Context: an optimization exercise on an open-source flow, tuned for small area. The choices shown serve that exercise and are no tape-out recipe. Function was checked by simulation only, so behaviour that the tests miss may differ from the original. No driver is modelled on the clock port, so clocking that relies on it looks cheaper here than on a real chip. Power figures rest on the tool's default switching activity, not on a simulated workload.

==> 04-15 <==
// pong_node_top
module pong_node_top
#(
    parameter int STEP_BASE     = 6000,
    parameter int PADDLE_H      = 40,
    parameter int SAMPLE_CYCLES = 5000
) (
    input  logic        clk_25MHZ,
    input  logic        reset,
    input  logic        upscale,
    input  logic        game_start,
    input  logic [9:0]  paddle_y,
    input  logic [7:0]  awaddr,
    input  logic        awvalid,
    output logic        awready,
    input  logic [31:0] wdata,
    input  logic [3:0]  wstrb,
    input  logic        wvalid,
    output logic        wready,
    output logic [1:0]  bresp,
    output logic        bvalid,
    input  logic        bready,
    input  logic [7:0]  araddr,
    input  logic        arvalid,
    output logic        arready,
    output logic [31:0] rdata,
    output logic [1:0]  rresp,
    output logic        rvalid,
    input  logic        rready,
    output logic [9:0]  ball_x,
    output logic [9:0]  ball_y,
    output logic        moving_left,
    output logic        moving_right,
    output logic        game_over,
    output logic        you_win,
    output logic        send_pending,
    output logic [7:0]  status_led
);
    logic [5:0]  ball_k;
    logic [7:0]  ball_vy;
    logic [1:0]  ball_grav;
    logic        ball_fast;
    logic [9:0]  in_y;
    logic [7:0]  in_vy;
    logic [1:0]  in_grav;
    logic        in_fast, in_win;
    logic        collision;
    logic [9:0]  est_speed;
    logic        send_trigger, clear_done;
    logic        slave_done, master_done;
    assign ball_x = {({1'b0, ball_k} + {3'b000, ball_k[5:2]}), ball_k[1:0], 1'b0};
    game_controller #(
        .STEP_BASE(STEP_BASE)
    ) u_ctrl (
        .clk_25MHZ, .reset, .upscale, .game_start, .collision, .est_speed,
  ...
==> flow/config.mk <==
export PLATFORM = sky130hd
export DESIGN_NAME = pong_node_top
export DESIGN_NICKNAME = pong_node_top
export VERILOG_FILES = /design/flow/design.v
export SDC_FILE = /design/flow/constraint.sdc
export NUM_CORES = 4
export LEC_CHECK = 0
export CAP_MARGIN = 20
export CORE_MARGIN = 2
export CORE_UTILIZATION = 40
export SLEW_MARGIN = 20
==> flow/constraint.sdc <==
create_clock -name core_clock -period 100.0 [get_ports {clk_25MHZ}]
set_input_delay 20.0000 -clock core_clock [delete_from_list [all_inputs] [get_ports {clk_25MHZ}]]
set_output_delay 20.0000 -clock core_clock [all_outputs]
set_load 0.01 [all_outputs]
run.sh (not shown) runs the stock make flow with config.mk's settings and CLKGATE_MAP_FILE= SYNTH_SCRIPT=/design/flow/synth_recipe.tcl, a recipe that flattens the netlist after the stock synthesis.
==> 08-12 (differences from 04-15) <==
--- a/flow/design.v
+++ b/flow/design.v
@@ -40,21 +40,45 @@
     localparam logic [9:0] edge_margin = 10'd20;
 endpackage
 `default_nettype wire
 `timescale 1ns/1ps
 `default_nettype none
+module pong_add
+#(
+    parameter int W = 8
+) (
+    input  logic [W-1:0] a,
+    input  logic [W-1:0] b,
+    input  logic         ci,
+    output logic [W-1:0] s,
+    output logic         co
+);
+    logic [W:0] c;
+    always_comb begin
+        c[0] = ci;
+        for (int i = 0; i < W; i++) begin
+            s[i]   = a[i] ^ b[i] ^ c[i];
+            c[i+1] = (a[i] & b[i]) | (c[i] & (a[i] ^ b[i]));
+        end
+        co = c[W];
+    end
+endmodule
+`default_nettype wire
+`timescale 1ns/1ps
+`default_nettype none
 import pong_pkg::*;
 module game_controller
 #(
     parameter int STEP_BASE = 270000
 ) (
     input  logic        clk_25MHZ,
     input  logic        reset,
     input  logic        upscale,
     input  logic        game_start,
     input  logic        collision,
-    input  logic [9:0]  est_speed,
+    input  logic [9:0]  est_u,         
+    input  logic        est_c,
     input  logic [9:0]  in_y,
     input  logic [7:0]  in_vy,
     input  logic [1:0]  in_grav,
     input  logic        in_fast,
     input  logic        in_win,
@@ -76,36 +100,39 @@
     localparam int aw = $clog2(STEP_BASE + 1024 + 1);
     localparam logic [aw-1:0] acc_base = aw'((1 << aw) - 1 - STEP_BASE);
     pong_pkg::game_state_t state, state_next;
     logic [aw-1:0] acc, acc_sum;
     logic          acc_carry;
-    logic [9:0]    div, safe_speed;
+    logic [9:0]    div_u;
+    logic          div_c, div_est, div_half;
     logic          move_due, at_edge, at_wall, load, serve, move, counting;
     logic          you_win_next;
-    logic [5:0]    k_return;
+    logic [5:0]    k_return, k_step;
     logic [9:0]    y_max, y_next;
     logic [7:0]    vy_next;
     logic signed [11:0] y_sum;
     logic          clamp_hi, clamp_lo, clamp, vy_inc;
     assign y_max      = upscale ? 10'd479 : 10'd239;
     assign k_return   = upscale ? 6'd62 : 6'd30;
     assign at_edge    = upscale ? (ball_k >= 6'd62) : (ball_k >= 6'd30);
     assign at_wall    = (ball_k == 6'd0);
-    assign safe_speed = {est_speed[9:1], est_speed[0] | (est_speed[9:1] == 9'd0)};
-    assign {acc_carry, acc_sum} = {1'b0, acc} + {1'b0, aw'(div)};
+    pong_add #(.W(6)) u_k_add (.a(ball_k), .b({{5{moving_left}}, 1'b1}), .ci(1'b0), .s(k_step), .co());
+    assign div_u = div_est ? est_u : {9'd0, div_half};
+    assign div_c = !div_est || est_c;
+    pong_add #(.W(aw)) u_acc_add (.a(acc), .b(aw'(div_u)), .ci(div_c), .s(acc_sum), .co(acc_carry));
     assign move_due = acc_carry;
-    assign ball_fast = (div == 10'd1);
+    assign ball_fast = (div_u[9:1] == 9'd0) && (div_u[0] != div_c);
     assign moving_left  = (state == running_left);
     assign moving_right = (state == running_right);
     assign status_led   = 8'd1 << state;
     assign vy_inc   = (ball_grav == 2'd3);
-    assign y_sum    = $signed({2'b00, ball_y}) + $signed({{4{ball_vy[7]}}, ball_vy});
+    pong_add #(.W(12)) u_y_add (.a({2'b00, ball_y}), .b({{4{ball_vy[7]}}, ball_vy}), .ci(1'b0), .s(y_sum), .co());
     assign clamp_hi = (y_sum >= $signed({2'b00, y_max}));
     assign clamp_lo = (y_sum <= 12'sd0);
     assign clamp    = clamp_hi | clamp_lo;
     assign y_next   = clamp_hi ? y_max : clamp_lo ? 10'd0 : y_sum[9:0];
-    assign vy_next  = (ball_vy ^ {8{clamp}}) + {7'd0, clamp ^ vy_inc};
+    pong_add #(.W(8)) u_vy_add (.a(ball_vy ^ {8{clamp}}), .b(8'd0), .ci(clamp ^ vy_inc), .s(vy_next), .co());
     always_comb begin
         state_next   = state;
         you_win_next = you_win;
         load     = 1'b0;
         serve    = 1'b0;
@@ -181,11 +208,11 @@
                 ball_y    <= in_y;
             end else if (serve) begin
                 ball_k    <= '0;
                 ball_y    <= serve_y;
             end else if (move) begin
-                ball_k    <= moving_left ? ball_k - 1'b1 : ball_k + 1'b1;
+                ball_k    <= k_step;
                 ball_y    <= y_next;
             end
         end
     end
     always_ff @(posedge clk_25MHZ) begin
@@ -199,16 +226,19 @@
             ball_vy   <= vy_next;
             ball_grav <= ball_grav + 1'b1;
         end
         clear_done <= (state == wait_link);
         acc        <= counting ? acc_sum : acc_base;
-        if (load)
-            div <= in_fast ? 10'd1 : 10'd2;
-        else if (serve)
-            div <= 10'd1;
-        else if (moving_left && collision)
-            div <= safe_speed;
+        if (load) begin
+            div_est  <= 1'b0;
+            div_half <= !in_fast;
+        end else if (serve) begin
+            div_est  <= 1'b0;
+            div_half <= 1'b0;
+        end else if (moving_left && collision) begin
+            div_est  <= 1'b1;
+        end
     end
 endmodule
 `default_nettype wire
 `timescale 1ns/1ps
 `default_nettype none
@@ -222,23 +252,27 @@
     input  logic        reset,
     input  logic [9:0]  paddle_y,
     input  logic [5:0]  ball_k,
     input  logic [9:0]  ball_y,
     input  logic        moving_left,
+    input  logic        moving_right,
     output logic        collision,
-    output logic [9:0]  est_speed
+    output logic [9:0]  est_u,         
+    output logic        est_c
 );
     logic [12:0]   sample_cnt;
     logic [9:0]    prev_y;
     logic [10:0]   rel, diff;
-    logic [9:0]    delta_y;
+    logic [9:0]    delta_u;
+    logic          delta_c;
     logic          hit;
-    assign rel = {1'b0, ball_y} - {1'b0, paddle_y};
+    pong_add #(.W(11)) u_rel (.a({1'b0, ball_y}), .b({1'b1, ~paddle_y}), .ci(1'b1), .s(rel), .co());
     assign hit = moving_left && (ball_k[5:1] == 5'd0)
               && !rel[10] && (rel[9:0] <= 10'(PADDLE_H));
-    assign diff    = {1'b0, paddle_y} - {1'b0, prev_y};
-    assign delta_y = (diff[9:0] ^ {10{diff[10]}}) + {9'd0, diff[10]};
+    pong_add #(.W(11)) u_diff (.a({1'b0, prev_y}), .b({1'b1, ~paddle_y}), .ci(1'b0), .s(diff), .co());
+    assign delta_u = diff[9:0] ^ {10{diff[10]}};
+    assign delta_c = !diff[10] || (delta_u == 10'd0);
     always_ff @(posedge clk_25MHZ) begin
         collision <= hit;
     end
     function automatic logic [12:0] lfsr_after(input int n);
         logic [12:0] s;
@@ -255,13 +289,17 @@
             sample_cnt <= '0;
         else
             sample_cnt <= {sample_cnt[11:0], ~(sample_cnt[12] ^ sample_cnt[11] ^ sample_cnt[10] ^ sample_cnt[7])};
     end
     always_ff @(posedge clk_25MHZ) begin
-        if (sample_cnt == lfsr_end) begin
-            prev_y    <= paddle_y;
-            est_speed <= delta_y;
+        if (sample_cnt == lfsr_end)
+            prev_y <= paddle_y;
+    end
+    always_ff @(posedge clk_25MHZ) begin
+        if ((sample_cnt == lfsr_end) && !moving_right && !(moving_left && collision)) begin
+            est_u <= delta_u;
+            est_c <= delta_c;
         end
     end
 endmodule
 `default_nettype wire
 `timescale 1ns/1ps
@@ -447,29 +485,32 @@
     logic [9:0]  in_y;
     logic [7:0]  in_vy;
     logic [1:0]  in_grav;
     logic        in_fast, in_win;
     logic        collision;
-    logic [9:0]  est_speed;
+    logic [9:0]  est_u;
+    logic        est_c;
     logic        send_trigger, clear_done;
     logic        slave_done, master_done;
-    assign ball_x = {({1'b0, ball_k} + {3'b000, ball_k[5:2]}), ball_k[1:0], 1'b0};
+    logic [6:0] x_hi;
+    pong_add #(.W(7)) u_x (.a({1'b0, ball_k}), .b({3'b000, ball_k[5:2]}), .ci(1'b0), .s(x_hi), .co());
+    assign ball_x = {x_hi, ball_k[1:0], 1'b0};
     game_controller #(
         .STEP_BASE(STEP_BASE)
     ) u_ctrl (
-        .clk_25MHZ, .reset, .upscale, .game_start, .collision, .est_speed,
+        .clk_25MHZ, .reset, .upscale, .game_start, .collision, .est_u, .est_c,
         .in_y, .in_vy, .in_grav, .in_fast, .in_win,
         .slave_done, .master_done,
         .ball_k, .ball_y, .ball_vy, .ball_grav, .ball_fast,
         .moving_left, .moving_right,
         .game_over, .you_win, .send_trigger, .clear_done, .status_led
     );
     paddle_tracker #(
         .PADDLE_H(PADDLE_H),
         .SAMPLE_CYCLES(SAMPLE_CYCLES)
     ) u_tracker (
-        .clk_25MHZ, .reset, .paddle_y, .ball_k, .ball_y, .moving_left, .collision, .est_speed
+        .clk_25MHZ, .reset, .paddle_y, .ball_k, .ball_y, .moving_left, .moving_right, .collision, .est_u, .est_c
     );
     ball_link_regs u_link (
         .clk_25MHZ, .reset,
         .awaddr, .awvalid, .awready, .wdata, .wstrb, .wvalid, .wready,
         .bresp, .bvalid, .bready, .araddr, .arvalid, .arready,
==> flow/flow/run.sh (new file) <==
#!/bin/bash
# The standard layout (standard.sh), with these changes to how it is made:
#  - the port buffers that global placement puts on every input and output
#    are the smallest buffer cell rather than the tool's default pick;
#  - the constant outputs share the one tie cell synthesis made, instead of
#    one tie cell each;
#  - clock tree synthesis builds its tree of clkbuf_4 without dummy clock
#    loads, and post_cts.tcl then upsizes to clkbuf_8 every clock buffer
#    whose flip-flop clock pins would see a slow edge.
set -euo pipefail
here=$(pwd)
export BUFFER_PORTS_ARGS="-buffer_cell sky130_fd_sc_hd__buf_1"
export SKIP_REPAIR_TIE_FANOUT=1
export CTS_ARGS="-sink_clustering_enable -repair_clock_nets -buf_list sky130_fd_sc_hd__clkbuf_4 -dont_use_dummy_load"
export POST_CTS_TCL="$here/flow/post_cts.tcl"
bash standard.sh finish > standard.log 2>&1
==> flow/flow/post_cts.tcl (new file) <==
# Upsize each clock tree buffer whose flip-flop clock pins would see a slow
# clock edge, so a small buffer is kept only where it is fast enough.
estimate_parasitics -placement
set upsized 0
foreach inst [get_cells -filter "ref_name == sky130_fd_sc_hd__clkbuf_4"] {
  set out [get_pins -of_objects $inst -filter "direction == output"]
  set net [get_nets -of_objects $out]
  set worst 0.0
  foreach pin [get_pins -of_objects $net -filter "direction == input"] {
    set s [get_property $pin slew_max]
    if { $s > $worst } { set worst $s }
  }
  if { $worst > 0.100 } {
    replace_cell $inst sky130_fd_sc_hd__clkbuf_8
    incr upsized
  }
}
puts "post_cts: upsized $upsized clock buffers"
estimate_parasitics -placement
detailed_placement
check_placement -verbose
==> flow/standard.sh (new file) <==
#!/bin/bash
# synth_recipe.tcl (not shown) runs the flow's synth.tcl, then flattens the netlist and writes it again
# the make line also repeats each setting of config.mk as NAME=value (left out here)
make -C /OpenROAD-flow-scripts/flow DESIGN_CONFIG=/design/flow/config.mk WORK_HOME=/design/flow/orfs CLKGATE_MAP_FILE= SYNTH_SCRIPT=/design/flow/synth_recipe.tcl "${@:-finish}"
removed: flow/run.sh
==> out/metrics.csv <==
stage,metric,value,unit
power_and_ir_drop,power dissipated in combinational cells,124,uW
global_routing,global-route track usage on met2,0.2693,
die,number of rows in the core area,54,
cells_and_area,area taken by multi-input logic gates,4355,sq um
placed_design,cell area after placement,9847,sq um
sta,Min Hold Slack,0.3738,ns
clock_tree,CTS sink count,146,
clock_tree,H-tree level count,4,
outcome,result of the run,timing/DRC/antenna clean,
cells_and_area,net count reported at finish,1077,
global_routing,total track usage,0.1801,
worst_setup_path,end of the worst register-to-register path,u_ctrl.ball_vy[6],
global_routing,met1 capacity usage during global routing,0.2627,
cells_and_area,area occupied by registers,4035,sq um
synth,most common library cells after synthesis,"91 x edfxtp_1, 70 x nand2_1, 64 x a21oi_1",
Source of the figures above: 04-15

==> out/metrics.csv <==
stage,metric,value,unit
outcome,result of the run,timing/DRC/antenna clean,
worst_setup_path,element type at the critical path end,output pin,
global_routing,global-route track usage on met2,0.2753,
cells_and_area,area occupied by registers,3815,sq um
power_and_ir_drop,portion of total power attributed to sequential cells,0.387,
placed_design,cell area after placement,7958,sq um
sta,Min Hold Slack,0.3747,ns
power_and_ir_drop,power dissipated in combinational cells,101,uW
synth,most common library cells after synthesis,"83 x edfxtp_1, 64 x inv_1, 48 x nand2_1",
clock_tree,CTS sink count,139,
placed_design,last weighted congestion value of the routability-driven placer,0.8520,
worst_setup_path,end of the worst register-to-register path,u_ctrl.ball_vy[7],
global_routing,met1 capacity usage during global routing,0.2339,
cells_and_area,net count reported at finish,838,
synth,most area-consuming cells after synthesis,"edfxtp_1 32%, fa_1 11%, dfrtp_1 11%",
Source of the figures above: 08-12

==> re-timing with driven ports <==
Ports are ideal in the flow. The routed layouts listed here were re-timed in OpenROAD.
Step 1, drivers: a clkbuf_16 drives clk_25MHZ and a buf_2 each remaining input, both assumed.
Step 2 also shifts input and output timing later by t, the mid clock arrival at the registers, as if the neighbouring blocks saw the same clock.
Three values: ideal, step 1, step 2; two values: the first two.
run | t (ns) | setup WS [ns] | latest minus earliest clock arrival (ns)
04-15 | 0.469 | 58.821 / 58.795 / 58.795 | 0.012 / 0.012
08-12 | 0.468 | 59.581 / 59.560 / 59.560 | 0.035 / 0.035
After both steps every run listed still meets setup and hold. The setup slack of 04-15, which loses most, moves by -0.026 ns with the drivers and by -0.026 ns with both steps.
